This design comes from an exercise in tuning for small area and a short achievable clock period on the open sky130 flow, not from production work.
RTL that was checked went through simulation tests only; none was proved equivalent to the original.
For runs 1 and 2, only the layout was checked, not whether the RTL still works.
Power and IR drop assume default switching activity.

$ cat flow/flow/run.sh
#!/bin/bash
# Standard synthesis and layout (standard.sh), with the extra ORFS settings
# in flow/extra.mk (port buffer cell, clock tree options).
set -uo pipefail
cat flow/extra.mk >> config.mk
bash standard.sh > flow_standard.log 2>&1
$ cat flow/flow/extra.mk
export BUFFER_PORTS_ARGS = -buffer_cell sky130_fd_sc_hd__buf_1
export CTS_ARGS = -sink_clustering_enable -repair_clock_nets -dont_use_dummy_load -sink_clustering_size 24 -sink_clustering_max_diameter 120 -buf_list {sky130_fd_sc_hd__clkbuf_16}
$ cat flow/standard.sh
#!/bin/bash
# synth_recipe.tcl (not shown) runs the flow's synth.tcl, then flattens the netlist and writes it again
# the make line also repeats each setting of config.mk as NAME=value (left out here)
make -C /OpenROAD-flow-scripts/flow DESIGN_CONFIG=/design/flow/config.mk WORK_HOME=/design/flow/orfs CLKGATE_MAP_FILE= SYNTH_SCRIPT=/design/flow/synth_recipe.tcl "${@:-finish}"
$ cat flow/config.mk
export PLATFORM = sky130hd
export DESIGN_NAME = if_npc_btb
export DESIGN_NICKNAME = if_npc_btb
export VERILOG_FILES = /design/flow/design.v
export SDC_FILE = /design/flow/constraint.sdc
export NUM_CORES = 4
export LEC_CHECK = 0
export CAP_MARGIN = 20
export CORE_MARGIN = 2
export CORE_UTILIZATION = 40
export SETUP_SLACK_MARGIN = 2.2
export SLEW_MARGIN = 20
export SYNTH_HIERARCHICAL = 1
export BUFFER_PORTS_ARGS = -buffer_cell sky130_fd_sc_hd__buf_1
export CTS_ARGS = -sink_clustering_enable -repair_clock_nets -dont_use_dummy_load -sink_clustering_size 24 -sink_clustering_max_diameter 120 -buf_list {sky130_fd_sc_hd__clkbuf_16}
$ cat flow/constraint.sdc
create_clock -name core_clock -period 6.5 [get_ports {cpu_clk}]
set_input_delay 1.3000 -clock core_clock [delete_from_list [all_inputs] [get_ports {cpu_clk}]]
set_output_delay 1.3000 -clock core_clock [all_outputs]
set_load 0.01 [all_outputs]
$ cat flow/design.v
module if_npc_btb (
   input  logic        cpu_clk,
   input  logic        cpu_rstn,
   input  logic [31:0] pc,
   input  logic        if_valid,
   output logic        pred_taken,
   output logic [31:0] pred_target,
   output logic [31:0] npc,
   input  logic        ex_valid,
   input  logic [31:0] ex_pc,
   input  logic        ex_taken,
   input  logic [31:0] ex_target,
   input  logic        ex_pred_taken,
   input  logic [31:0] ex_pred_target,
   output logic        pred_error,
   output logic        jump_taken,
   output logic [31:0] mispred_cnt
);
   logic [15:0] r_valid;
   logic [1:0]  r_ctr    [16];
   logic [25:0] r_tag    [16];
   logic [29:0] r_target [16];
   logic [31:0] r_mispred_cnt;
   logic [15:0]      w_sel, w_ex_sel, w_tk;
   logic [16*26-1:0] w_tags;
   logic [16*30-1:0] w_tgt_in;
   logic [16*29-1:0] w_ex_in;
   always_comb begin
      for (int e = 0; e < 16; e++) begin
         w_sel[e]    = (pc[5:2] == 4'(e));
         w_ex_sel[e] = (ex_pc[5:2] == 4'(e));
         w_tk[e]     = r_valid[e] & r_ctr[e][1];
         w_tags[e*26 +: 26]   = r_tag[e];
         w_tgt_in[e*30 +: 30] = r_target[e];
         w_ex_in[e*29 +: 29]  = {r_valid[e], r_ctr[e], r_tag[e]};
      end
   end
   logic [3:0]  w_dlo, w_dhi;
   logic        w_en;
   logic [15:0] w_m1, w_m2;
   logic [3:0]  w_ptn;
   logic        w_pt;
   btb_dec2 u_dlo (.a(pc[3:2]), .y(w_dlo));
   btb_dec2 u_dhi (.a(pc[5:4]), .y(w_dhi));
   assign w_en = cpu_rstn & if_valid;
   for (genvar e = 0; e < 16; e++) begin : g_match
      btb_match u_match (.a(r_tag[e]), .b(pc[31:6]), .tk(w_tk[e]), .lo(w_dlo[e%4]),
                         .hi(w_dhi[e/4]), .en(w_en), .m1(w_m1[e]), .m2(w_m2[e]));
   end
   btb_hitor u_pt0 (.m1(w_m1), .m2(w_m2), .ptn(w_ptn[0]), .pt(w_pt));
   btb_hitor u_pt1 (.m1(w_m1), .m2(w_m2), .ptn(w_ptn[1]), .pt());
   btb_hitor u_pt2 (.m1(w_m1), .m2(w_m2), .ptn(w_ptn[2]), .pt());
   btb_hitor u_pt3 (.m1(w_m1), .m2(w_m2), .ptn(w_ptn[3]), .pt());
   assign pred_taken = w_pt;
   logic [29:0] w_rd_target_n;
   btb_rdmux #(30) u_pc_rd (.sel(w_sel), .d(w_tgt_in), .qn(w_rd_target_n));
   logic [31:0] w_pc_plus4, w_tgt, w_redir, w_npc_t, w_npc_n;
   assign w_pc_plus4 = pc + 32'd4;
   assign w_tgt      = {~w_rd_target_n, 2'b00};
   logic [1:0] w_tne;
   logic [3:0] w_perr;
   logic       w_vn, w_tmis;
   btb_tcmp u_tcmp (.a(ex_target), .b(ex_pred_target), .ne(w_tne));
   assign w_vn   = ~(cpu_rstn & ex_valid);
   assign w_tmis = ex_taken ^ ex_pred_taken;
   for (genvar c = 0; c < 4; c++) begin : g_perr
      btb_perr u_perr (.ne(w_tne), .taken(ex_taken), .tmis(w_tmis), .vn(w_vn), .perr(w_perr[c]));
   end
   assign pred_error = w_perr[0];
   assign jump_taken = cpu_rstn & ex_valid & ex_taken & ~pred_error;
   assign w_redir    = ex_taken ? ex_target : (ex_pc + 32'd4);
   btb_mux2 #(16) u_nt0 (.s(w_perr[0]), .a(w_redir[15:0]),  .b(w_tgt[15:0]),       .y(w_npc_t[15:0]));
   btb_mux2 #(16) u_nt1 (.s(w_perr[1]), .a(w_redir[31:16]), .b(w_tgt[31:16]),      .y(w_npc_t[31:16]));
   btb_mux2 #(16) u_nn0 (.s(w_perr[2]), .a(w_redir[15:0]),  .b(w_pc_plus4[15:0]),  .y(w_npc_n[15:0]));
   btb_mux2 #(16) u_nn1 (.s(w_perr[3]), .a(w_redir[31:16]), .b(w_pc_plus4[31:16]), .y(w_npc_n[31:16]));
   btb_muxi #(16) u_out0 (.s(w_ptn[0]), .an(~w_pc_plus4[15:0]),  .bn(~w_tgt[15:0]),    .y(pred_target[15:0]));
   btb_muxi #(16) u_out1 (.s(w_ptn[1]), .an(~w_pc_plus4[31:16]), .bn(~w_tgt[31:16]),   .y(pred_target[31:16]));
   btb_muxi #(16) u_out2 (.s(w_ptn[2]), .an(~w_npc_n[15:0]),     .bn(~w_npc_t[15:0]),  .y(npc[15:0]));
   btb_muxi #(16) u_out3 (.s(w_ptn[3]), .an(~w_npc_n[31:16]),    .bn(~w_npc_t[31:16]), .y(npc[31:16]));
   logic       w_ex_rd_valid, w_ex_hit, w_ctr_we, w_ent_we;
   logic [1:0] w_ex_rd_ctr, w_ctr_nxt;
   logic [25:0] w_ex_rd_tag;
   logic [28:0] w_ex_rd_n;
   btb_rdmux #(29) u_ex_rd (.sel(w_ex_sel), .d(w_ex_in), .qn(w_ex_rd_n));
   assign {w_ex_rd_valid, w_ex_rd_ctr, w_ex_rd_tag} = ~w_ex_rd_n;
   assign w_ex_hit = w_ex_rd_valid & (w_ex_rd_tag == ex_pc[31:6]);
   assign w_ctr_we = cpu_rstn & ex_valid & (w_ex_hit | ex_taken);
   assign w_ent_we = cpu_rstn & ex_valid & ex_taken;
   always_comb begin
      if (!w_ex_hit)
         w_ctr_nxt = 2'b10;
      else if (ex_taken)
         w_ctr_nxt = (w_ex_rd_ctr == 2'b11) ? 2'b11 : w_ex_rd_ctr + 2'd1;
      else
         w_ctr_nxt = (w_ex_rd_ctr == 2'b00) ? 2'b00 : w_ex_rd_ctr - 2'd1;
   end
   always_ff @(posedge cpu_clk or negedge cpu_rstn) begin
      if (!cpu_rstn)
         r_valid <= '0;
      else
         r_valid <= r_valid | (w_ex_sel & {16{w_ent_we}});
   end
   always_ff @(posedge cpu_clk) begin
      for (int e = 0; e < 16; e++) begin
         if (w_ex_sel[e] && w_ctr_we) r_ctr[e] <= w_ctr_nxt;
         if (w_ex_sel[e] && w_ent_we) begin
            r_tag[e]    <= ex_pc[31:6];
            r_target[e] <= ex_target[31:2];
         end
      end
   end
   always_ff @(posedge cpu_clk or negedge cpu_rstn) begin
      if (!cpu_rstn)
         r_mispred_cnt <= 32'd0;
      else if (pred_error)
         r_mispred_cnt <= r_mispred_cnt + 32'd1;
   end
   assign mispred_cnt = r_mispred_cnt;
endmodule
module btb_rdmux #(parameter int W = 1) (
   input  logic [15:0]     sel,
   input  logic [16*W-1:0] d,
   output logic [W-1:0]    qn
);
   for (genvar i = 0; i < W; i++) begin : g_bit
      logic [5:0] y;
      logic [1:0] z;
      for (genvar j = 0; j < 5; j++) begin : g_a
         btb_a222oi u_a (.a1(sel[3*j]),   .a2(d[(3*j)*W+i]),
                         .b1(sel[3*j+1]), .b2(d[(3*j+1)*W+i]),
                         .c1(sel[3*j+2]), .c2(d[(3*j+2)*W+i]), .y(y[j]));
      end
      btb_nand2 u_n15 (.a(sel[15]), .b(d[15*W+i]), .y(y[5]));
      btb_nand3 u_z0 (.a(y[0]), .b(y[1]), .c(y[2]), .y(z[0]));
      btb_nand3 u_z1 (.a(y[3]), .b(y[4]), .c(y[5]), .y(z[1]));
      btb_nor2  u_q  (.a(z[0]), .b(z[1]), .y(qn[i]));
   end
endmodule
module btb_match (
   input  logic [25:0] a,
   input  logic [25:0] b,
   input  logic        tk,
   input  logic        lo,
   input  logic        hi,
   input  logic        en,
   output logic        m1,
   output logic        m2
);
   logic [27:0] t;
   logic [7:0]  n;
   for (genvar k = 0; k < 26; k++) begin : g_eq
      btb_xnor2 u_x (.a(a[k]), .b(b[k]), .y(t[k]));
   end
   assign t[26] = tk;
   assign t[27] = lo;
   for (genvar j = 0; j < 7; j++) begin : g_n
      btb_nand4 u_n (.a(t[4*j]), .b(t[4*j+1]), .c(t[4*j+2]), .d(t[4*j+3]), .y(n[j]));
   end
   btb_nand2 u_n7 (.a(hi), .b(en), .y(n[7]));
   btb_nor4 u_m1 (.a(n[0]), .b(n[1]), .c(n[2]), .d(n[3]), .y(m1));
   btb_nor4 u_m2 (.a(n[4]), .b(n[5]), .c(n[6]), .d(n[7]), .y(m2));
endmodule
module btb_dec2 (
   input  logic [1:0] a,
   output logic [3:0] y
);
   assign y = 4'b0001 << a;
endmodule
module btb_hitor (
   input  logic [15:0] m1,
   input  logic [15:0] m2,
   output logic        ptn,
   output logic        pt
);
   logic [7:0] a;
   logic [1:0] p;
   for (genvar j = 0; j < 8; j++) begin : g_a
      btb_a22oi u_a (.a1(m1[2*j]), .a2(m2[2*j]), .b1(m1[2*j+1]), .b2(m2[2*j+1]), .y(a[j]));
   end
   btb_nand4 u_p0 (.a(a[0]), .b(a[1]), .c(a[2]), .d(a[3]), .y(p[0]));
   btb_nand4 u_p1 (.a(a[4]), .b(a[5]), .c(a[6]), .d(a[7]), .y(p[1]));
   btb_nor2 u_ptn (.a(p[0]), .b(p[1]), .y(ptn));
   btb_or2  u_pt  (.a(p[0]), .b(p[1]), .y(pt));
endmodule
module btb_xnor2 (input logic a, b, output logic y);
   assign y = ~(a ^ b);
endmodule
module btb_nand4 (input logic a, b, c, d, output logic y);
   assign y = ~(a & b & c & d);
endmodule
module btb_nor4 (input logic a, b, c, d, output logic y);
   assign y = ~(a | b | c | d);
endmodule
module btb_nor3 (input logic a, b, c, output logic y);
   assign y = ~(a | b | c);
endmodule
module btb_nor2 (input logic a, b, output logic y);
   assign y = ~(a | b);
endmodule
module btb_or2 (input logic a, b, output logic y);
   assign y = a | b;
endmodule
module btb_a222oi (input logic a1, a2, b1, b2, c1, c2, output logic y);
   assign y = ~((a1 & a2) | (b1 & b2) | (c1 & c2));
endmodule
module btb_nand2 (input logic a, b, output logic y);
   assign y = ~(a & b);
endmodule
module btb_nand3 (input logic a, b, c, output logic y);
   assign y = ~(a & b & c);
endmodule
module btb_a22oi (input logic a1, a2, b1, b2, output logic y);
   assign y = ~((a1 & a2) | (b1 & b2));
endmodule
module btb_tcmp (
   input  logic [31:0] a,
   input  logic [31:0] b,
   output logic [1:0]  ne
);
   logic [31:0] x;
   logic [7:0]  q;
   for (genvar k = 0; k < 32; k++) begin : g_x
      btb_xor2 u_x (.a(a[k]), .b(b[k]), .y(x[k]));
   end
   for (genvar j = 0; j < 8; j++) begin : g_q
      btb_nor4 u_q (.a(x[4*j]), .b(x[4*j+1]), .c(x[4*j+2]), .d(x[4*j+3]), .y(q[j]));
   end
   btb_nand4 u_ne0 (.a(q[0]), .b(q[1]), .c(q[2]), .d(q[3]), .y(ne[0]));
   btb_nand4 u_ne1 (.a(q[4]), .b(q[5]), .c(q[6]), .d(q[7]), .y(ne[1]));
endmodule
module btb_perr (
   input  logic [1:0] ne,
   input  logic       taken,
   input  logic       tmis,
   input  logic       vn,
   output logic       perr
);
   logic y;
   btb_a221oi u_a (.a1(taken), .a2(ne[0]), .b1(taken), .b2(ne[1]), .c1(tmis), .y(y));
   btb_nor2   u_p (.a(y), .b(vn), .y(perr));
endmodule
module btb_xor2 (input logic a, b, output logic y);
   assign y = a ^ b;
endmodule
module btb_a221oi (input logic a1, a2, b1, b2, c1, output logic y);
   assign y = ~((a1 & a2) | (b1 & b2) | c1);
endmodule
module btb_muxi #(parameter int W = 1) (
   input  logic         s,
   input  logic [W-1:0] an,
   input  logic [W-1:0] bn,
   output logic [W-1:0] y
);
   assign y = ~(s ? an : bn);
endmodule
module btb_mux2 #(parameter int W = 1) (
   input  logic         s,
   input  logic [W-1:0] a,
   input  logic [W-1:0] b,
   output logic [W-1:0] y
);
   assign y = s ? a : b;
endmodule
==> results.tsv, run 1 <==
stage	metric	value	unit
clocking	later-pin clock latency in the skew report	0.69	ns
grt	global-route usage over all layers	25.92	%
finish	P&R area growth vs syn	22.50	%
clocking	worst-case clock buffer depth	3	
placement	weighted congestion at the end of routability-driven global placement	0.8907	
placement	Worst Setup Slack post-DPL	0.3402	ns
sta	Sum Neg Setup Slack	0	ns
synth	Yosys warnings	13	
grt	antenna violations before repair	2	
synth	combined area of all synthesized cells	44680	µm²
sta	time the worst path needs with I/O delays and setup	5.145	ns
drt	met3 routed WL	14460	µm
setup_path	series of cell instances along the critical path	buf_8, buf_12, buf_6, xnor2_2, nand4_1, nor4_4, buf_4, a22oi_2, nand4_1, nor2_4, buf_12, buf_4, mux2i_4, buf_6	
die	Site Rows	122	
sta	unrepaired setup endpoints after global routing	yes	
power_and_ir_drop	worst voltage drop across the vdd grid	0.2101	mV
setup_path	Crit. End Element	output port	
setup_path	Reg-to-Reg Start	r_tag[0][12]	
setup_path	Critical Path Start	pc[29]	
setup_path	largest fanout on the critical path	8	
clocking	number of buffers added by the clock tree synthesis step	46	
die	Die ar.	114400	µm²
die	die span in x	338.2	µm
clocking	TritonCTS clock tree	built	
setup_path	startpoint kind of the worst setup timing path	input port	
min_path	worst min-delay path category	reg2reg	
placement	Buffers on Ports	232	
die	Std-Cell Core Area	110700	µm²
drt	Detail Route Antenna Nets	0	
sta	Fmax achieved	194.4	MHz
drt	Iter 0 DRT Violations	4889	
clocking	buffer type at the clock tree root	sky130_fd_sc_hd__clkbuf_16	
drt	wire length per cell	29.90	µm
die	effective utilization at floorplan	40.37	%
drt	WL met2	72620	µm
drt	detailed-routing wirelength on met1	62230	µm
sta	final setup vio count	0	
setup_path	Crit Path Category	in2out	
synth	average cell area after synthesis	14.83	µm²
sta	Final WS setup	1.355	ns
run_status	run status	finished clean	
drt	final wirelength	153700	µm
sta	number of hold violations in the final report	0	
clocking	CTS clock-pin slew for the worst setup and hold paths	0.10	ns
drt	number of vias in the routed layout	31370	
die	chip height	338.2	µm
sta	Clock Skews	0.04866	ns
drt	topmost layer with routed signal wires	met5	
clocking	H-tree level count	2	
grt	via count of the first global-routing pass	30020	
grt	first-pass GRT wire length	217200	µm
power_and_ir_drop	Leak	18.44	nW
setup_path	Worst EP required	5.20	ns
sta	final max-slew violation count	0	
drt	number of detailed-routing iterations run before antenna repair	12	
min_path	launch instance of the worst min-delay path	r_mispred_cnt[31]	
grt	total overflow reported by the global router	0	
clocking	Sink Count	976	
setup_path	cell with the biggest individual delay on the critical path	sky130_fd_sc_hd__mux2i_4	
sta	remaining max-slew budget at the tightest pin	27.82	%
finish	share of final-layout standard cells stronger than drive strength 1	26.98	%
finish	number of filler cells placed in the layout	9564	
die	top-level port count	233	
setup_path	Max stage delay on crit path	0.36	ns
sta	fin crit share	79.15	%
placement	detailed placement HPWL	99660	µm
synth	gate count after technology mapping	3012	
drt	Post-route DRC	0	
drt	post-detailed-route via-to-cell ratio	6.102	
power_and_ir_drop	power per cell area	214.9	nW/µm²
grt	pin count of the biggest net entering global routing	51	
setup_path	Crit path arrival time	3.84	ns
sta	Tightest Pin Transition	1.083	ns
finish	net count of the finished layout	3796	
run	number of maximum-capacitance violations	0	
-- flip-flops by register name, summed over array words and instances (netlist names) --
| signal | count |
|---|---|
| r_ctr | 32 |
| r_mispred_cnt | 32 |
| r_tag | 416 |
| r_target | 480 |
| r_valid | 16 |
-- worst max-delay path, delay by kind of cell --
kind	cells	cell delay [ns]
mux	1	0.36
compound gates	1	0.13
xor+xnor	1	0.12
buf+inv	7	1.00
simple gates	4	0.89
-- where the power goes --
group | internal [mW] | switching (mW)
clock network | 1.27 | 1.92
logic | 0.630 | 0.940
registers | 6.94 | 0.0549
total | 8.84 | 2.92
-- metal layers --
metal	vias up	track usage (%)
met5	-	0
met4	2	7.301
met3	202	4.442
met2	1710	42.06
met1	16100	35.83
li1	13350	-
-- placed cells by master, fill, tap and decap left out, types with 32 or more instances in the layout --
| cell type | count |
|---|---|
| sky130_fd_sc_hd__edfxtp_1 | 928 |
| sky130_fd_sc_hd__xnor2_1 | 457 |
| sky130_fd_sc_hd__a222oi_1 | 295 |
| sky130_fd_sc_hd__buf_4 | 267 |
| sky130_fd_sc_hd__nand4_1 | 177 |
| sky130_fd_sc_hd__nand3_1 | 145 |
| sky130_fd_sc_hd__nand2_1 | 119 |
| sky130_fd_sc_hd__buf_1 | 117 |
| sky130_fd_sc_hd__inv_1 | 91 |
| sky130_fd_sc_hd__nor2_1 | 74 |
| sky130_fd_sc_hd__buf_6 | 72 |
| sky130_fd_sc_hd__xor2_1 | 64 |
| sky130_fd_sc_hd__buf_2 | 60 |
| sky130_fd_sc_hd__mux2_4 | 49 |
| sky130_fd_sc_hd__buf_12 | 49 |
| sky130_fd_sc_hd__clkbuf_16 | 48 |
| sky130_fd_sc_hd__dfrtp_1 | 48 |
| sky130_fd_sc_hd__xnor2_2 | 41 |
| sky130_fd_sc_hd__nor4_4 | 37 |
| sky130_fd_sc_hd__a22oi_2 | 32 |
-- metrics by stage --
| stage | util [%] | cells | hold WS (ns) | cell area (µm²) | power, mW |
|---|---|---|---|---|---|
| final | 49.46 | 5140 | 0.4789 | 54730 | 11.76 |
| after CTS | 48.57 | 5098 | 0.4812 | 53750 | 11.71 |
| after detailed placement | 44.27 | 4881 | 0.4609 | 48990 | 8.395 |
| after global routing | 49.46 | 5139 | 0.5104 | 54730 | 12.08 |
| after global placement | 44.26 | 4880 | 0.4664 | 48980 | 8.388 |
| after floorplan | - | 3014 | 0.4487 | 44960 | 7.777 |
-- timing repair --
action | in CTS | in global routing
gates resized for setup | 483 | 156
setup endpoints to repair | 131 | 131
hold buffers | 0 | 0
buffers inserted | 133 | 37
cloned | 38 | 4
pin swaps | 101 | 71
-- cell type report --
cell class | count | area (µm²) | share of cell area [%]
sequential | 976 | 29070 | 53.11
multi-input combinational | 1871 | 16710 | 30.53
timing repair buffer | 614 | 5334 | 9.745
tap | 1488 | 1862 | 3.402
clock buffer | 46 | 1151 | 2.103
inverter | 137 | 555.5 | 1.015
timing repair inverter | 7 | 50.05 | 0.09144
antenna | 1 | 2.502 | 0.004572
-- worst paths after layout --
check                               endpoint  slack [ns]  cells past startpoint
max                                  npc[19]        1.36                     14
max in group asynchronous        r_valid[12]        5.14                      2
min                        r_mispred_cnt[31]        0.48                      1
min in group asynchronous  r_mispred_cnt[29]        0.86                      2
min reg2reg                r_mispred_cnt[31]        0.48                      1
max reg2reg                      r_ctr[7][1]        3.44                      7
==> inputs of run 2 (changes only) <==
--- a/flow/config.mk
+++ b/flow/config.mk
@@ -8,7 +8,7 @@
 export CAP_MARGIN = 20
 export CORE_MARGIN = 2
 export CORE_UTILIZATION = 40
-export SETUP_SLACK_MARGIN = 2.2
+export SETUP_SLACK_MARGIN = 3.0
 export SLEW_MARGIN = 20
 export SYNTH_HIERARCHICAL = 1
 export BUFFER_PORTS_ARGS = -buffer_cell sky130_fd_sc_hd__buf_1
==> results.tsv, run 2 <==
stage	metric	value	unit	change
grt	routing usage on met1	36.72	%	+0.89 points
sta	number of hold violations in the final report	0		unchanged
setup_path	startpoint kind of the worst setup timing path	input port		
synth	average cell area after synthesis	14.83	µm²	unchanged
placement	Worst Setup Slack post-DPL	0.6096	ns	+0.2694 ns
grt	met3 capacity usage during global routing	5.166	%	+0.72 points
synth	combined area of all synthesized cells	44680	µm²	unchanged
finish	most flop-heavy register	r_target		
synth	gate count after technology mapping	3012		unchanged
clocking	Sink Count	976		unchanged
grt	met2 demand-to-capacity share in global routing	43.93	%	+1.9 points
drt	wire length per cell	31.16	µm	+4.2%
placement	detailed placement HPWL	97690	µm	-2.0%
setup_path	Crit path arrival time	3.77	ns	-0.07 ns
placement	placed cells	4836		-0.92%
drt	Iter 0 DRT Violations	4696		-3.9%
setup_path	Max stage delay on crit path	0.32	ns	-0.04 ns
clocking	buffer type at the clock tree root	sky130_fd_sc_hd__clkbuf_16		
placement	weighted congestion at the end of routability-driven global placement	0.8778		-1.4%
finish	top library cells by usage in the layout, fill and taps aside	928 x sky130_fd_sc_hd__edfxtp_1, 348 x sky130_fd_sc_hd__xnor2_1, 295 x sky130_fd_sc_hd__a222oi_1		
clocking	TritonCTS clock tree	built		
setup_path	cell family contributing the most delay on the critical path	buffers and inverters		
grt	global routing's busiest layer	met2		
sta	fin crit share	78.05	%	-1.1 points
sta	Clock Skews	0.03488	ns	-0.01378 ns
setup_path	combined buffer and inverter count along the critical path	7		unchanged
sta	final setup vio count	0		unchanged
drt	Detail Route Antenna Nets	0		unchanged
setup_path	series of cell instances along the critical path	buf_12, buf_12, buf_16, xnor2_2, nand4_1, nor4_4, buf_4, a22oi_2, nand4_1, nor2_4, buf_12, buf_16, mux2i_4, buf_2		
power_and_ir_drop	power after layout	11.87	mW	+0.96%
drt	post-detailed-route via-to-cell ratio	6.137		+0.57%
finish	biggest registers after layout	r_target: 480 flops, r_tag: 416 flops		
sta	worst hold-check slack	0.4881	ns	+0.009186 ns
run	number of maximum-capacitance violations	0		unchanged
grt	total overflow reported by the global router	0		unchanged
setup_path	Crit Path Category	in2out		
finish	final core utilization	51.58	%	+2.1 points
setup_path	Crit. End Element	output port		
finish	net count of the finished layout	3839		+1.1%
die	die span in x	338.2	µm	unchanged
drt	Post-route DRC	0		unchanged
setup_path	cell with the biggest individual delay on the critical path	sky130_fd_sc_hd__nand4_1		
die	chip height	338.2	µm	unchanged
synth	Yosys warnings	13		unchanged
sta	time the worst path needs with I/O delays and setup	5.073	ns	-0.07180 ns
power_and_ir_drop	power per cell area	208.0	nW/µm²	-3.2%
finish	number of filler cells placed in the layout	9282		-2.9%
clocking	CTS clock-pin slew for the worst setup and hold paths	0.11	ns	about the same
finish	commonest non-fill, non-tap cell in the layout	sky130_fd_sc_hd__edfxtp_1		
clocking	later-pin clock latency in the skew report	0.65	ns	-0.04 ns
drt	number of detailed-routing iterations run before antenna repair	8		-4
sta	Sum Neg Setup Slack	0	ns	unchanged
sta	remaining max-slew budget at the tightest pin	39.49	%	+12 points
grt	via count of the first global-routing pass	30620		+2.0%
setup_path	largest fanout on the critical path	8		unchanged
sta	Fmax achieved	197.1	MHz	+1.4%
sta	Final WS setup	1.427	ns	+0.07180 ns
setup_path	most frequent CP cell	sky130_fd_sc_hd__buf_12		
grt	global-route usage over all layers	27.27	%	+1.4 points
min_path	worst min-delay path category	reg2reg		
drt	final wirelength	161600	µm	+5.2%
power_and_ir_drop	Leak	19.43	nW	+5.3%
sta	final max-slew violation count	0		unchanged
clocking	number of buffers added by the clock tree synthesis step	46		unchanged
finish	number of flip-flops under the largest register name	480		unchanged
power_and_ir_drop	worst voltage drop across the vdd grid	0.1924	mV	-8.4%
clocking	quantity of hold-fixing buffers added after cts	0		unchanged
placement	DP Area	50240	µm²	+2.5%
clocking	H-tree level count	2		unchanged
sta	Tightest Pin Transition	0.9067	ns	-0.1760 ns
run_status	run status	finished clean		
placement	Buffers on Ports	232		unchanged
finish	share of final-layout standard cells stronger than drive strength 1	32.92	%	+5.9 points
grt	antenna violations before repair	7		+5
finish	Design Area, Final	57080	µm²	+4.3%
die	Std-Cell Core Area	110700	µm²	unchanged
die	Die ar.	114400	µm²	unchanged
drt	number of vias in the routed layout	31830		+1.5%
finish	P&R area growth vs syn	27.75	%	
clocking	worst-case clock buffer depth	3		unchanged
finish	non-filler instance count after layout	5187		+0.91%
grt	first-pass GRT wire length	226700	µm	+4.4%
die	Site Rows	122		unchanged
setup_path	Worst EP required	5.20	ns	about the same
die	effective utilization at floorplan	40.37	%	unchanged
grt	pin count of the biggest net entering global routing	58		+14%
sta	unrepaired setup endpoints after global routing	yes		
die	top-level port count	233		unchanged
-- run 2: worst reg2reg max path: cells and delay by family (launching register included) --
kind	cells	cell delay (ns)
and+or+nand+nor	5	1.32
buffers and inverters	2	0.39
AOI/OAI and AO/OA	1	0.64
DFF	1	0.43
xor gates and xnor gates	1	0.11
-- run 2: timing repair --
action,in CTS,in global routing
pin swaps,242,105
gates cloned,54,4
setup endpoints to repair,772,336
gates resized for setup,587,96
buffers inserted,192,50
-- run 2: per-layer routing --
metal | part of all wire [%] | vias to the layer above
met5 | 0.033 | -
met3 | 9.9 | 317
met2 | 47 | 1805
met4 | 4.3 | 8
met1 | 39 | 16220
li1 | - | 13490
-- run 2: path summary, 6_finish.rpt --
path,startpoint,end,slack [ns],cells after the start
max in group asynchronous,cpu_rstn,r_mispred_cnt[22],5.38,2
min in group asynchronous,cpu_rstn,r_mispred_cnt[31],0.75,2
min,r_mispred_cnt[31],r_mispred_cnt[31],0.49,1
max,pc[12],npc[2],1.43,14
max reg2reg,r_tag[6][12],r_ctr[7][0],3.47,9
min reg2reg,r_mispred_cnt[31],r_mispred_cnt[31],0.49,1
-- run 2: cell type report --
| class | count | area [µm²] | share of cell area [%] |
|---|---|---|---|
| Inverter | 137 | 610.6 | 1.070 |
| Timing Repair inverter | 11 | 77.57 | 0.1359 |
| Sequential cell | 976 | 29070 | 50.93 |
| Tap cell | 1488 | 1862 | 3.262 |
| Timing Repair Buffer | 637 | 6002 | 10.52 |
| Multi-Input combinational cell | 1887 | 18300 | 32.05 |
| Antenna cell | 5 | 12.51 | 0.02192 |
| Clock buffer | 46 | 1151 | 2.017 |
-- run 2: report_power, final --
part / internal (mW) / leakage [nW] / switching [mW] / total [mW]
Combinational: 0.716 / 9.83 / 0.993 / 1.71
Sequential: 6.94 / 9.03 / 0.0554 / 7.00
Clock: 1.27 / 0.567 / 1.90 / 3.17
Total: 8.93 / 19.4 / 2.94 / 11.9
==> inputs of run 3 (changes only) <==
--- a/flow/design.v
+++ b/flow/design.v
@@ -57,22 +57,13 @@
    logic [31:0] w_pc_plus4, w_tgt, w_redir, w_npc_t, w_npc_n;
    assign w_pc_plus4 = pc + 32'd4;
    assign w_tgt      = {~w_rd_target_n, 2'b00};
-   logic [1:0] w_tne;
-   logic [3:0] w_perr;
-   logic       w_vn, w_tmis;
-   btb_tcmp u_tcmp (.a(ex_target), .b(ex_pred_target), .ne(w_tne));
-   assign w_vn   = ~(cpu_rstn & ex_valid);
-   assign w_tmis = ex_taken ^ ex_pred_taken;
-   for (genvar c = 0; c < 4; c++) begin : g_perr
-      btb_perr u_perr (.ne(w_tne), .taken(ex_taken), .tmis(w_tmis), .vn(w_vn), .perr(w_perr[c]));
-   end
-   assign pred_error = w_perr[0];
+   assign pred_error = cpu_rstn & ex_valid &
+                       ((ex_taken != ex_pred_taken) |
+                        (ex_taken & (ex_target != ex_pred_target)));
    assign jump_taken = cpu_rstn & ex_valid & ex_taken & ~pred_error;
    assign w_redir    = ex_taken ? ex_target : (ex_pc + 32'd4);
-   btb_mux2 #(16) u_nt0 (.s(w_perr[0]), .a(w_redir[15:0]),  .b(w_tgt[15:0]),       .y(w_npc_t[15:0]));
-   btb_mux2 #(16) u_nt1 (.s(w_perr[1]), .a(w_redir[31:16]), .b(w_tgt[31:16]),      .y(w_npc_t[31:16]));
-   btb_mux2 #(16) u_nn0 (.s(w_perr[2]), .a(w_redir[15:0]),  .b(w_pc_plus4[15:0]),  .y(w_npc_n[15:0]));
-   btb_mux2 #(16) u_nn1 (.s(w_perr[3]), .a(w_redir[31:16]), .b(w_pc_plus4[31:16]), .y(w_npc_n[31:16]));
+   assign w_npc_t    = pred_error ? w_redir : w_tgt;
+   assign w_npc_n    = pred_error ? w_redir : w_pc_plus4;
    btb_muxi #(16) u_out0 (.s(w_ptn[0]), .an(~w_pc_plus4[15:0]),  .bn(~w_tgt[15:0]),    .y(pred_target[15:0]));
    btb_muxi #(16) u_out1 (.s(w_ptn[1]), .an(~w_pc_plus4[31:16]), .bn(~w_tgt[31:16]),   .y(pred_target[31:16]));
    btb_muxi #(16) u_out2 (.s(w_ptn[2]), .an(~w_npc_n[15:0]),     .bn(~w_npc_t[15:0]),  .y(npc[15:0]));
@@ -212,39 +203,6 @@
 module btb_a22oi (input logic a1, a2, b1, b2, output logic y);
    assign y = ~((a1 & a2) | (b1 & b2));
 endmodule
-module btb_tcmp (
-   input  logic [31:0] a,
-   input  logic [31:0] b,
-   output logic [1:0]  ne
-);
-   logic [31:0] x;
-   logic [7:0]  q;
-   for (genvar k = 0; k < 32; k++) begin : g_x
-      btb_xor2 u_x (.a(a[k]), .b(b[k]), .y(x[k]));
-   end
-   for (genvar j = 0; j < 8; j++) begin : g_q
-      btb_nor4 u_q (.a(x[4*j]), .b(x[4*j+1]), .c(x[4*j+2]), .d(x[4*j+3]), .y(q[j]));
-   end
-   btb_nand4 u_ne0 (.a(q[0]), .b(q[1]), .c(q[2]), .d(q[3]), .y(ne[0]));
-   btb_nand4 u_ne1 (.a(q[4]), .b(q[5]), .c(q[6]), .d(q[7]), .y(ne[1]));
-endmodule
-module btb_perr (
-   input  logic [1:0] ne,
-   input  logic       taken,
-   input  logic       tmis,
-   input  logic       vn,
-   output logic       perr
-);
-   logic y;
-   btb_a221oi u_a (.a1(taken), .a2(ne[0]), .b1(taken), .b2(ne[1]), .c1(tmis), .y(y));
-   btb_nor2   u_p (.a(y), .b(vn), .y(perr));
-endmodule
-module btb_xor2 (input logic a, b, output logic y);
-   assign y = a ^ b;
-endmodule
-module btb_a221oi (input logic a1, a2, b1, b2, c1, output logic y);
-   assign y = ~((a1 & a2) | (b1 & b2) | c1);
-endmodule
 module btb_muxi #(parameter int W = 1) (
    input  logic         s,
    input  logic [W-1:0] an,
@@ -253,11 +211,3 @@
 );
    assign y = ~(s ? an : bn);
 endmodule
-module btb_mux2 #(parameter int W = 1) (
-   input  logic         s,
-   input  logic [W-1:0] a,
-   input  logic [W-1:0] b,
-   output logic [W-1:0] y
-);
-   assign y = s ? a : b;
-endmodule
==> flow/flow/run.sh (replaced) <==
#!/bin/bash
# Standard synthesis and layout (standard.sh), with the extra ORFS settings
# in flow/extra.mk (port buffer cell, clock tree options) and the pin
# placement constraints in flow/io.tcl.
set -uo pipefail
cat flow/extra.mk >> config.mk
echo "export IO_CONSTRAINTS = $PWD/flow/io.tcl" >> config.mk
bash standard.sh > flow_standard.log 2>&1
==> flow/flow/io.tcl (new file) <==
# All signal pins on the bottom edge, as bit slices in order.
set_io_pin_constraint -region bottom:* -group -order -pin_names {cpu_clk cpu_rstn if_valid ex_valid ex_taken pc[0] ex_pc[0] ex_target[0] ex_pred_target[0] pred_target[0] npc[0] mispred_cnt[0] pc[1] ex_pc[1] ex_target[1] ex_pred_target[1] pred_target[1] npc[1] mispred_cnt[1] pc[2] ex_pc[2] ex_target[2] ex_pred_target[2] pred_target[2] npc[2] mispred_cnt[2] pc[3] ex_pc[3] ex_target[3] ex_pred_target[3] pred_target[3] npc[3] mispred_cnt[3] pc[4] ex_pc[4] ex_target[4] ex_pred_target[4] pred_target[4] npc[4] mispred_cnt[4] pc[5] ex_pc[5] ex_target[5] ex_pred_target[5] pred_target[5] npc[5] mispred_cnt[5] pc[6] ex_pc[6] ex_target[6] ex_pred_target[6] pred_target[6] npc[6] mispred_cnt[6] pc[7] ex_pc[7] ex_target[7] ex_pred_target[7] pred_target[7] npc[7] mispred_cnt[7] pc[8] ex_pc[8] ex_target[8] ex_pred_target[8] pred_target[8] npc[8] mispred_cnt[8] pc[9] ex_pc[9] ex_target[9] ex_pred_target[9] pred_target[9] npc[9] mispred_cnt[9] pc[10] ex_pc[10] ex_target[10] ex_pred_target[10] pred_target[10] npc[10] mispred_cnt[10] pc[11] ex_pc[11] ex_target[11] ex_pred_target[11] pred_target[11] npc[11] mispred_cnt[11] pc[12] ex_pc[12] ex_target[12] ex_pred_target[12] pred_target[12] npc[12] mispred_cnt[12] pc[13] ex_pc[13] ex_target[13] ex_pred_target[13] pred_target[13] npc[13] mispred_cnt[13] pc[14] ex_pc[14] ex_target[14] ex_pred_target[14] pred_target[14] npc[14] mispred_cnt[14] pc[15] ex_pc[15] ex_target[15] ex_pred_target[15] pred_target[15] npc[15] mispred_cnt[15] ex_pred_taken pred_taken pred_error jump_taken pc[16] ex_pc[16] ex_target[16] ex_pred_target[16] pred_target[16] npc[16] mispred_cnt[16] pc[17] ex_pc[17] ex_target[17] ex_pred_target[17] pred_target[17] npc[17] mispred_cnt[17] pc[18] ex_pc[18] ex_target[18] ex_pred_target[18] pred_target[18] npc[18] mispred_cnt[18] pc[19] ex_pc[19] ex_target[19] ex_pred_target[19] pred_target[19] npc[19] mispred_cnt[19] pc[20] ex_pc[20] ex_target[20] ex_pred_target[20] pred_target[20] npc[20] mispred_cnt[20] pc[21] ex_pc[21] ex_target[21] ex_pred_target[21] pred_target[21] npc[21] mispred_cnt[21] pc[22] ex_pc[22] ex_target[22] ex_pred_target[22] pred_target[22] npc[22] mispred_cnt[22] pc[23] ex_pc[23] ex_target[23] ex_pred_target[23] pred_target[23] npc[23] mispred_cnt[23] pc[24] ex_pc[24] ex_target[24] ex_pred_target[24] pred_target[24] npc[24] mispred_cnt[24] pc[25] ex_pc[25] ex_target[25] ex_pred_target[25] pred_target[25] npc[25] mispred_cnt[25] pc[26] ex_pc[26] ex_target[26] ex_pred_target[26] pred_target[26] npc[26] mispred_cnt[26] pc[27] ex_pc[27] ex_target[27] ex_pred_target[27] pred_target[27] npc[27] mispred_cnt[27] pc[28] ex_pc[28] ex_target[28] ex_pred_target[28] pred_target[28] npc[28] mispred_cnt[28] pc[29] ex_pc[29] ex_target[29] ex_pred_target[29] pred_target[29] npc[29] mispred_cnt[29] pc[30] ex_pc[30] ex_target[30] ex_pred_target[30] pred_target[30] npc[30] mispred_cnt[30] pc[31] ex_pc[31] ex_target[31] ex_pred_target[31] pred_target[31] npc[31] mispred_cnt[31]}
--- a/flow/config.mk
+++ b/flow/config.mk
@@ -8,8 +8,10 @@
 export CAP_MARGIN = 20
 export CORE_MARGIN = 2
 export CORE_UTILIZATION = 40
-export SETUP_SLACK_MARGIN = 3.0
+export SETUP_SLACK_MARGIN = 2.2
 export SLEW_MARGIN = 20
 export SYNTH_HIERARCHICAL = 1
+export TNS_END_PERCENT = 0
 export BUFFER_PORTS_ARGS = -buffer_cell sky130_fd_sc_hd__buf_1
 export CTS_ARGS = -sink_clustering_enable -repair_clock_nets -dont_use_dummy_load -sink_clustering_size 24 -sink_clustering_max_diameter 120 -buf_list {sky130_fd_sc_hd__clkbuf_16}
+export IO_CONSTRAINTS = /design/flow/flow/io.tcl
==> results.tsv, run 3 <==
stage	metric	value	unit	change
setup_path	startpoint kind of the worst setup timing path	input port		
sta	Tightest Pin Transition	1.132	ns	+0.2254 ns
power_and_ir_drop	Sw Ratio	24.24	%	-0.55 points
drt	Iter 0 DRT Violations	4621		-1.6%
sta	Sum Neg Setup Slack	0	ns	unchanged
clocking	CTS clock-pin slew for the worst setup and hold paths	0.09	ns	-0.02 ns
setup_path	series of cell instances along the critical path	buf_6, buf_12, buf_8, buf_4, xnor2_1, nand4_1, nor4_4, buf_4, a22oi_2, nand4_1, nor2_4, buf_12, buf_16, mux2i_2, buf_2		
sta	Clock Skews	0.08181	ns	+0.04693 ns
drt	wire length per cell	30.51	µm	-2.1%
setup_path	largest fanout on the critical path	8		unchanged
synth	combined area of all synthesized cells	43650	µm²	-2.3%
setup_path	combined buffer and inverter count along the critical path	8		+1
power_and_ir_drop	power after layout	11.47	mW	-3.4%
setup_path	cell family contributing the most delay on the critical path	buffers and inverters		
min_path	worst min-delay path category	reg2reg		
finish	share of final-layout standard cells stronger than drive strength 1	16.44	%	-16 points
setup_path	Crit Path Category	in2out		
setup_path	Max stage delay on crit path	0.26	ns	-0.06 ns
drt	Detail Route Antenna Nets	0		unchanged
placement	weighted congestion at the end of routability-driven global placement	0.9719		+11%
sta	unrepaired setup endpoints after global routing	yes		
synth	average cell area after synthesis	15.08	µm²	+1.6%
grt	first-pass GRT wire length	207100	µm	-8.6%
finish	biggest registers after layout	r_target: 480 flops, r_tag: 416 flops		
placement	detailed placement HPWL	99990	µm	+2.3%
finish	most flop-heavy register	r_target		
synth	Yosys warnings	13		unchanged
setup_path	Worst EP required	5.20	ns	about the same
sta	remaining max-slew budget at the tightest pin	24.52	%	-15 points
power_and_ir_drop	worst voltage drop across the vdd grid	0.2323	mV	+21%
drt	Post-route DRC	0		unchanged
finish	P&R area growth vs syn	15.41	%	
sta	final max-slew violation count	0		unchanged
clocking	number of buffers added by the clock tree synthesis step	47		+2.2%
clocking	TritonCTS clock tree	built		
clocking	later-pin clock latency in the skew report	0.69	ns	+0.04 ns
grt	total overflow reported by the global router	0		unchanged
sta	number of hold violations in the final report	0		unchanged
drt	number of vias in the routed layout	29980		-5.8%
grt	pin count of the biggest net entering global routing	58		unchanged
sta	worst hold-check slack	0.4786	ns	-0.009469 ns
power_and_ir_drop	power per cell area	227.6	nW/µm²	+9.4%
sta	final setup vio count	0		unchanged
placement	Worst Setup Slack post-DPL	0.5906	ns	-0.01892 ns
sta	time the worst path needs with I/O delays and setup	5.063	ns	-0.009990 ns
clocking	worst-case clock buffer depth	3		unchanged
power_and_ir_drop	part of the power in registers	61.0	%	+2.1 points
drt	number of detailed-routing iterations run before antenna repair	8		unchanged
grt	global-route usage over all layers	25.56	%	-1.7 points
clocking	quantity of hold-fixing buffers added after cts	0		unchanged
sta	Final WS setup	1.437	ns	+0.009990 ns
sta	fin crit share	77.89	%	-0.15 points
run_status	run status	finished clean		
run	number of maximum-capacitance violations	0		unchanged
die	effective utilization at floorplan	40.22	%	-0.16 points
die	Die ar.	111800	µm²	-2.3%
placement	Buffers on Ports	232		unchanged
die	chip height	334.4	µm	-1.1%
setup_path	Crit. End Element	output port		
clocking	buffer type at the clock tree root	sky130_fd_sc_hd__clkbuf_16		
setup_path	cell with the biggest individual delay on the critical path	sky130_fd_sc_hd__nor2_4		
die	Std-Cell Core Area	108600	µm²	-1.9%
grt	via count of the first global-routing pass	28830		-5.8%
power_and_ir_drop	Clock power frac	28.0	%	+1.3 points
die	Site Rows	121		-0.82%
power_and_ir_drop	Logic pwr share	11.0	%	-3.4 points
clocking	Sink Count	976		unchanged
power_and_ir_drop	Leak	16.47	nW	-15%
drt	final wirelength	146700	µm	-9.3%
clocking	H-tree level count	2		unchanged
finish	top library cells by usage in the layout, fill and taps aside	928 x sky130_fd_sc_hd__edfxtp_1, 467 x sky130_fd_sc_hd__xnor2_1, 295 x sky130_fd_sc_hd__a222oi_1		
finish	net count of the finished layout	3526		-8.2%
finish	commonest non-fill, non-tap cell in the layout	sky130_fd_sc_hd__edfxtp_1		
power_and_ir_drop	switching pwr	2.780	mW	-5.6%
power_and_ir_drop	internal power of the cells	8.688	mW	-2.7%
setup_path	Crit path arrival time	3.76	ns	about the same
drt	post-detailed-route via-to-cell ratio	6.237		+1.6%
die	die span in x	334.4	µm	-1.1%
grt	antenna violations before repair	13		+6
die	top-level port count	233		unchanged
finish	number of flip-flops under the largest register name	480		unchanged
synth	gate count after technology mapping	2895		-3.9%
sta	Fmax achieved	197.5	MHz	+0.20%
run 3: final timing paths:
kind	startpoint	depth (start not counted)	slack, ns	endpoint
min in group asynchronous	cpu_rstn	2	0.64	r_mispred_cnt[0]
setup / recovery	pc[7]	15	1.44	pred_target[5]
setup reg to reg	r_tag[9][0]	11	2.98	r_ctr[8][0]
hold / removal	r_mispred_cnt[31]	1	0.48	r_mispred_cnt[31]
hold reg to reg	r_mispred_cnt[31]	1	0.48	r_mispred_cnt[31]
max in group asynchronous	cpu_rstn	3	4.97	r_valid[8]
run 3: final cells by class:
| type | instances | area, µm² |
|---|---|---|
| Fill cell | 9523 | 58170 |
| Antenna cell | 12 | 30.03 |
| Timing Repair Buffer | 476 | 3256 |
| Multi-Input combinational cell | 1851 | 14960 |
| Tap cell | 1414 | 1769 |
| Clock buffer | 47 | 1176 |
| Sequential cell | 976 | 29070 |
| Inverter | 31 | 125.1 |
run 3: power by group through the flow:
stage | Clock, mW | Combinational (mW) | Sequential [mW]
after global routing | 3.44 | 1.31 | 7.01
after detailed placement | 0 | 1.15 | 7.14
after CTS | 3.25 | 1.22 | 7.00
after floorplan | 0 | 0.545 | 7.14
final | 3.21 | 1.26 | 7.00
after global placement | 0 | 1.14 | 7.14
run 3: routing by layer:
layer | vias up | global-route usage [%] | part of all wire, % | routed length (µm)
li1 | 12710 | - | - | -
met1 | 15470 | 34.90 | 40 | 58460
met2 | 1568 | 42.46 | 48 | 70480
met3 | 230 | 3.549 | 8.8 | 12920
met4 | 0 | 7.581 | 3.3 | 4806
met5 | - | 0 | 0 | 0
run 3: what timing repair did:
item / CTS / global route
setup endpoints to repair: 130 / 131
gates cloned: 6 / 0
resized for setup: 208 / 29
setup buffers: 51 / 15
pin swaps: 50 / 16
run 3: through the flow:
step           std cells  area [µm²]  util, %
2_1_floorplan       2896       43660        -
3_3_place_gp        4675       47600    43.85
3_5_place_dp        4676       47620    43.87
4_1_cts             4780       50090    46.14
5_1_grt             4806       50380    46.41
6_report            4807       50380    46.41
==> inputs of run 4 (changes only) <==
--- a/flow/config.mk
+++ b/flow/config.mk
@@ -8,7 +8,7 @@
 export CAP_MARGIN = 20
 export CORE_MARGIN = 2
 export CORE_UTILIZATION = 40
-export SETUP_SLACK_MARGIN = 2.2
+export SETUP_SLACK_MARGIN = 2.6
 export SLEW_MARGIN = 20
 export SYNTH_HIERARCHICAL = 1
 export TNS_END_PERCENT = 0
==> results.tsv, run 4 <==
stage	metric	value	unit	change
run_status	run status	finished clean		
die	die span in x	334.4	µm	unchanged
sta	Fmax achieved	197.7	MHz	about the same
sta	Sum Neg Setup Slack	0	ns	unchanged
sta	fin crit share	77.82	%	about the same
setup_path	startpoint kind of the worst setup timing path	input port		
drt	final wirelength	143700	µm	-2.0%
grt	via count of the first global-routing pass	28500		-1.2%
drt	met3 routed WL	11570	µm	-11%
clocking	later-pin clock latency in the skew report	0.67	ns	-0.02 ns
die	Std-Cell Core Area	108600	µm²	unchanged
sta	Tightest Pin Transition	1.129	ns	-0.003599 ns
finish	commonest non-fill, non-tap cell in the layout	sky130_fd_sc_hd__edfxtp_1		
finish	footprint of the flip-flops and latches	29070	µm²	unchanged
setup_path	Crit. End Element	output port		
grt	antenna violations before repair	10		-3
clocking	quantity of hold-fixing buffers added after cts	0		unchanged
clocking	Sink Count	976		unchanged
drt	post-detailed-route via-to-cell ratio	6.183		-0.86%
power_and_ir_drop	worst voltage drop across the vdd grid	0.2247	mV	-3.3%
drt	Detail Route Antenna Nets	0		unchanged
finish	number of flip-flops under the largest register name	480		unchanged
setup_path	series of cell instances along the critical path	buf_1, xor2_4, nor4_4, nand4_1, or4_4, nand2_8, buf_8, mux2_4, mux2i_1, buf_2		
drt	topmost layer with routed signal wires	met4		
min_path	hold path cells	1		unchanged
placement	Buffers on Ports	232		unchanged
setup_path	Worst EP required	5.20	ns	about the same
drt	number of vias in the routed layout	29530		-1.5%
clocking	H-tree level count	2		unchanged
setup_path	largest fanout on the critical path	8		unchanged
min_path	launch instance of the worst min-delay path	r_mispred_cnt[31]		
placement	DP Area	47580	µm²	about the same
clocking	TritonCTS clock tree	built		
setup_path	cell family contributing the most delay on the critical path	simple AND/OR/NAND/NOR gates		
sta	final setup vio count	0		unchanged
finish	most flop-heavy register	r_target		
min_path	hold path endpoint	r_mispred_cnt[31]		
power_and_ir_drop	Leak	16.29	nW	-1.1%
synth	Yosys warnings	13		unchanged
finish	share of final-layout standard cells stronger than drive strength 1	15.53	%	-0.92 points
drt	Post-route DRC	0		unchanged
clocking	number of buffers added by the clock tree synthesis step	47		unchanged
setup_path	reg2reg path depth	11		unchanged
sta	Clock Skews	0.06928	ns	-0.01253 ns
sta	remaining max-slew budget at the tightest pin	24.58	%	+0.061 points
synth	average cell area after synthesis	15.08	µm²	unchanged
power_and_ir_drop	power per cell area	227.4	nW/µm²	about the same
placement	Worst Setup Slack post-DPL	0.5562	ns	-0.03448 ns
drt	wire length per cell	30.10	µm	-1.3%
finish	biggest registers after layout	r_target: 480 flops, r_tag: 416 flops		
sta	unrepaired setup endpoints after global routing	yes		
drt	Iter 0 DRT Violations	4602		-0.41%
die	Die ar.	111800	µm²	unchanged
clocking	worst-case clock buffer depth	3		unchanged
finish	net count of the finished layout	3494		-0.91%
drt	detailed-routing wirelength on met1	58280	µm	-0.31%
setup_path	Reg-to-Reg Start	r_tag[12][21]		
finish	top library cells by usage in the layout, fill and taps aside	928 x sky130_fd_sc_hd__edfxtp_1, 467 x sky130_fd_sc_hd__xnor2_1, 295 x sky130_fd_sc_hd__a222oi_1		
finish	number of filler cells placed in the layout	9595		+0.76%
clocking	CTS clock-pin slew for the worst setup and hold paths	0.10	ns	about the same
setup_path	endpoint of the most critical register-to-register path	r_ctr[0][0]		
drt	WL met2	69620	µm	-1.2%
synth	combined area of all synthesized cells	43650	µm²	unchanged
setup_path	combined buffer and inverter count along the critical path	3		-5
min_path	worst min-delay path category	reg2reg		
sta	Final WS setup	1.442	ns	+0.004810 ns
grt	total overflow reported by the global router	0		unchanged
sta	time the worst path needs with I/O delays and setup	5.058	ns	-0.004810 ns
sta	final max-slew violation count	0		unchanged
die	chip height	334.4	µm	unchanged
die	Site Rows	121		unchanged
clocking	buffer type at the clock tree root	sky130_fd_sc_hd__clkbuf_16		
die	effective utilization at floorplan	40.22	%	unchanged
sta	number of hold violations in the final report	0		unchanged
grt	pin count of the biggest net entering global routing	47		-19%
setup_path	register-to-register path setup slack	2.95	ns	-0.03 ns
run	number of maximum-capacitance violations	0		unchanged
setup_path	Crit Path Category	in2out		
drt	number of detailed-routing iterations run before antenna repair	9		+1
finish	P&R area growth vs syn	15.01	%	
finish	Design Area, Final	50210	µm²	-0.35%
placement	weighted congestion at the end of routability-driven global placement	0.9505		-2.2%
grt	first-pass GRT wire length	204500	µm	-1.3%
setup_path	cell with the biggest individual delay on the critical path	sky130_fd_sc_hd__or4_4		
setup_path	Crit path arrival time	3.76	ns	about the same
die	top-level port count	233		unchanged
grt	global-route usage over all layers	25.08	%	-0.48 points
synth	gate count after technology mapping	2895		unchanged
finish	total area of multi-input combinational cells	14950	µm²	about the same
placement	detailed placement HPWL	99700	µm	-0.28%
setup_path	Max stage delay on crit path	0.62	ns	+0.36 ns
-- run 4: layout make-up --
class                      count  area share, %
antenna                       12        0.05981
inverter                      31         0.2916
tap                         1414          3.524
timing repair inverter         1        0.01495
timing repair buffer         447          6.105
sequential                   976          57.89
multi-input combinational   1847          29.77
clock buffer                  47          2.343
-- run 4: power by group --
part           total (mW)  switching (mW)  leakage [nW]  internal [mW]
clock network        3.19            1.89         0.579           1.29
logic                1.23           0.793          6.68          0.440
registers            7.00          0.0547          9.03           6.94
-- run 4: timing repair --
item | 4_1_cts | 5_1_grt
endpoints found under the hold margin | 0 | 0
gates cloned | 2 | 0
pin swaps | 40 | 5
resized for setup | 196 | 20
setup endpoints to repair | 131 | 131
setup buffers | 39 | 9
-- run 4: worst register-to-register path, stage by stage (launching register included) --
cell                       delay, ns
sky130_fd_sc_hd__edfxtp_1       0.43
sky130_fd_sc_hd__a222oi_1       0.51
sky130_fd_sc_hd__nand3_1        0.23
sky130_fd_sc_hd__nor2_1         0.20
sky130_fd_sc_hd__xnor2_1        0.25
sky130_fd_sc_hd__nor4_2         0.30
sky130_fd_sc_hd__nand4_1        0.20
sky130_fd_sc_hd__nor4_2         0.36
sky130_fd_sc_hd__buf_4          0.20
sky130_fd_sc_hd__o211ai_1       0.12
sky130_fd_sc_hd__buf_4          0.24
sky130_fd_sc_hd__nor2_1         0.22
-- run 4: worst max-delay path by stage --
stage | slack, ns | to | cells past startpoint | from
after floorplan | 1.80 | r_tag[15][0] | 3 | ex_taken
after global placement | 0.59 | r_ctr[6][1] | 16 | ex_pc[2]
after detailed placement | 0.56 | r_ctr[6][1] | 16 | ex_pc[2]
after CTS | 1.55 | npc[11] | 11 | ex_target[27]
after global routing | 1.35 | r_ctr[6][1] | 17 | ex_pc[2]
final | 1.44 | npc[11] | 10 | ex_pred_target[28]
-- run 4: routing by layer --
layer | vias to the layer above | global-route usage [%]
met5 | - | 0
met4 | 0 | 6.613
met3 | 207 | 2.899
li1 | 12640 | -
met1 | 15160 | 34.71
met2 | 1518 | 41.94
-- run 4: metrics by stage --
| step | util [%] | hold WS (ns) | power, mW | instances |
|---|---|---|---|---|
| 3_3_place_gp | 43.78 | 0.4623 | 8.270 | 4661 |
| 6_report | 46.25 | 0.4752 | 11.42 | 4775 |
| 4_1_cts | 45.98 | 0.4774 | 11.44 | 4751 |
| 3_5_place_dp | 43.83 | 0.4566 | 8.276 | 4663 |
| 2_1_floorplan | - | 0.4530 | 7.684 | 2896 |
| 5_1_grt | 46.25 | 0.4886 | 11.74 | 4773 |
==> inputs of run 5 (changes only) <==
--- a/flow/config.mk
+++ b/flow/config.mk
@@ -7,8 +7,8 @@
 export LEC_CHECK = 0
 export CAP_MARGIN = 20
 export CORE_MARGIN = 2
-export CORE_UTILIZATION = 40
-export SETUP_SLACK_MARGIN = 2.6
+export CORE_UTILIZATION = 50
+export SETUP_SLACK_MARGIN = 2.4
 export SLEW_MARGIN = 20
 export SYNTH_HIERARCHICAL = 1
 export TNS_END_PERCENT = 0
==> results.tsv, run 5 <==
stage	metric	value	unit	change
sta	Final WS setup	1.353	ns	-0.08845 ns
setup_path	Critical Path Start	ex_target[9]		
finish	most flop-heavy register	r_target		
finish	Design Area, Final	50260	µm²	+0.11%
clocking	CTS clock-pin slew for the worst setup and hold paths	0.09	ns	about the same
clocking	H-tree level count	2		unchanged
synth	average cell area after synthesis	15.08	µm²	unchanged
sta	Sum Neg Setup Slack	0	ns	unchanged
finish	share of final-layout standard cells stronger than drive strength 1	15.43	%	-0.10 points
sta	remaining max-slew budget at the tightest pin	26.00	%	+1.4 points
synth	gate count after technology mapping	2895		unchanged
setup_path	largest fanout on the critical path	18		+10
finish	final core utilization	58.03	%	+12 points
sta	final setup vio count	0		unchanged
sta	Tightest Pin Transition	1.107	ns	-0.02121 ns
die	Std-Cell Core Area	86620	µm²	-20%
drt	met3 routed WL	13560	µm	+17%
drt	WL met2	70210	µm	+0.85%
sta	final max-slew violation count	0		unchanged
setup_path	Crit path arrival time	3.85	ns	+0.09 ns
grt	via count of the first global-routing pass	29390		+3.1%
sta	unrepaired setup endpoints after global routing	yes		
finish	P&R area growth vs syn	15.14	%	
placement	Worst Setup Slack post-DPL	0.5325	ns	-0.02370 ns
clocking	number of buffers added by the clock tree synthesis step	46		-2.1%
run_status	run status	finished clean		
sta	time the worst path needs with I/O delays and setup	5.147	ns	+0.08845 ns
clocking	quantity of hold-fixing buffers added after cts	0		unchanged
finish	biggest registers after layout	r_target: 480 flops, r_tag: 416 flops		
synth	Yosys warnings	13		unchanged
finish	number of flip-flops under the largest register name	480		unchanged
finish	commonest non-fill, non-tap cell in the layout	sky130_fd_sc_hd__edfxtp_1		
die	die span in x	299.5	µm	-10%
power_and_ir_drop	Leak	16.54	nW	+1.5%
clocking	worst-case clock buffer depth	3		unchanged
die	Site Rows	108		-11%
die	chip height	299.5	µm	-10%
placement	detailed placement HPWL	102900	µm	+3.2%
drt	Iter 0 DRT Violations	5105		+11%
clocking	Sink Count	976		unchanged
clocking	TritonCTS clock tree	built		
drt	post-detailed-route via-to-cell ratio	6.681		+8.1%
die	top-level port count	233		unchanged
drt	detailed-routing wirelength on met1	57300	µm	-1.7%
drt	topmost layer with routed signal wires	met5		
sta	Clock Skews	0.03573	ns	-0.03354 ns
setup_path	Crit. End Element	output port		
drt	wire length per cell	32.36	µm	+7.5%
grt	total overflow reported by the global router	0		unchanged
drt	number of vias in the routed layout	30240		+2.4%
sta	number of hold violations in the final report	0		unchanged
grt	first-pass GRT wire length	208700	µm	+2.0%
placement	Buffers on Ports	232		unchanged
finish	net count of the finished layout	3503		+0.26%
placement	DP Area	47550	µm²	about the same
drt	Detail Route Antenna Nets	0		unchanged
die	Die ar.	89690	µm²	-20%
drt	number of detailed-routing iterations run before antenna repair	9		unchanged
power_and_ir_drop	power after layout	11.40	mW	-0.16%
power_and_ir_drop	worst voltage drop across the vdd grid	0.2657	mV	+18%
die	effective utilization at floorplan	50.40	%	+10 points
sta	fin crit share	79.18	%	+1.4 points
setup_path	startpoint kind of the worst setup timing path	input port		
min_path	worst min-delay path category	reg2reg		
setup_path	Crit Path Category	in2out		
clocking	later-pin clock latency in the skew report	0.65	ns	-0.02 ns
drt	Post-route DRC	0		unchanged
drt	final wirelength	146400	µm	+1.9%
setup_path	Worst EP required	5.20	ns	about the same
grt	antenna violations before repair	15		+5
power_and_ir_drop	power per cell area	226.8	nW/µm²	-0.27%
grt	global-route usage over all layers	32.04	%	+7.0 points
synth	combined area of all synthesized cells	43650	µm²	unchanged
min_path	launch instance of the worst min-delay path	r_mispred_cnt[31]		
sta	Fmax achieved	194.3	MHz	-1.7%
finish	top library cells by usage in the layout, fill and taps aside	928 x sky130_fd_sc_hd__edfxtp_1, 467 x sky130_fd_sc_hd__xnor2_1, 295 x sky130_fd_sc_hd__a222oi_1		
clocking	buffer type at the clock tree root	sky130_fd_sc_hd__clkbuf_16		
run	number of maximum-capacitance violations	0		unchanged
placement	weighted congestion at the end of routability-driven global placement	1.080		+14%
grt	pin count of the biggest net entering global routing	53		+13%
setup_path	Reg-to-Reg Start	r_tag[12][21]		
[run 5: path summary, 6_finish.rpt]
kind	endpoint	slack (ns)	depth (start not counted)
worst min-delay path	r_mispred_cnt[31]	0.48	1
worst min register to register	r_mispred_cnt[31]	0.48	1
max in group asynchronous	r_valid[4]	5.27	2
worst max-delay path	npc[8]	1.35	11
worst max register to register	r_ctr[7][0]	3.00	11
min in group asynchronous	r_mispred_cnt[3]	0.71	2
[run 5: area by class of cell]
class                   instances  area [µm²]
fillers                      6744       36350
flip-flops and latches        976       29070
multi-input cells            1848       14990
repair buffers                457        3457
well taps                    1155        1445
clock buffers                  46        1151
inverters                      31       123.9
diodes                         13       32.53
[run 5: timing repair]
action,CTS,global route
pin swaps,41,18
setup buffers,29,11
setup endpoints to repair,131,131
gates cloned,4,0
endpoints found under the hold margin,0,0
gates resized for setup,172,68
[run 5: metrics by stage]
stage	std cells	hold WS, ns
after global routing	4525	0.5136
after floorplan	2896	0.4530
after global placement	4412	0.4571
final	4526	0.4831
after detailed placement	4420	0.4633
after CTS	4499	0.4824
[run 5: worst max-delay path: stages]
cell and delay, ns:
sky130_fd_sc_hd__buf_1 0.09, sky130_fd_sc_hd__buf_6 0.22, sky130_fd_sc_hd__xor2_1 0.13, sky130_fd_sc_hd__nor2_1 0.28, sky130_fd_sc_hd__nand4_1 0.19, sky130_fd_sc_hd__or4_4 0.64, sky130_fd_sc_hd__nand2_8 0.18, sky130_fd_sc_hd__buf_4 0.14
sky130_fd_sc_hd__mux2_2 0.33, sky130_fd_sc_hd__mux2i_1 0.18, sky130_fd_sc_hd__clkbuf_2 0.17
[run 5: routing by layer]
layer	up-vias	track usage [%]
met5	-	0
met3	275	4.284
met2	1843	52.59
met1	15460	44.36
met4	2	10.68
li1	12660	-
[run 5: where the power goes]
part           switching, mW  total [mW]  internal, mW  leakage (nW)
Combinational          0.822        1.28         0.455          6.94
Clock                   1.85        3.12          1.27         0.567
Sequential            0.0576        7.00          6.94          9.03
Total                   2.73        11.4          8.67          16.5

==> afterwards: timing with drivers on the ports <==
No port has a modelled driver above. Below, the same layouts with a new extraction and two added sets of constraints.
Step 1 assumes that a clkbuf_16 drives the clock port and a buf_2 every other input.
Step 2 adds t to the input delays and takes it off the output delays; t is the mean of the earliest and latest rising clock arrival at the registers after step 1. Input paths then give back, and output paths get back, about the clock's delay inside the block.
Slacks: ideal / step 1 / step 2; pairs: ideal / step 1.
run | shift t [ns] | slack for setup (ns) | hold slack, ns | worst setup path after step 2
run 1 | 0.738 | 1.355 / 1.318 / 1.318 | 0.479 / 0.479 / 0.479 | input to output
run 2 | 0.697 | 1.427 / 1.346 / 1.346 | 0.488 / 0.488 / 0.488 | input to output
run 3 | 0.716 | 1.437 / 1.390 / 0.883 | 0.479 / 0.479 / 0.479 | input to register
run 4 | 0.717 | 1.442 / 1.397 / 0.810 | 0.475 / 0.475 / 0.475 | input to register
run 5 | 0.684 | 1.353 / 1.331 / 0.905 | 0.483 / 0.483 / 0.483 | input to register
After both steps every run listed still meets setup and hold. The setup slack of run 4, which loses most, moves by -0.045 ns with the drivers and by -0.632 ns with both steps.
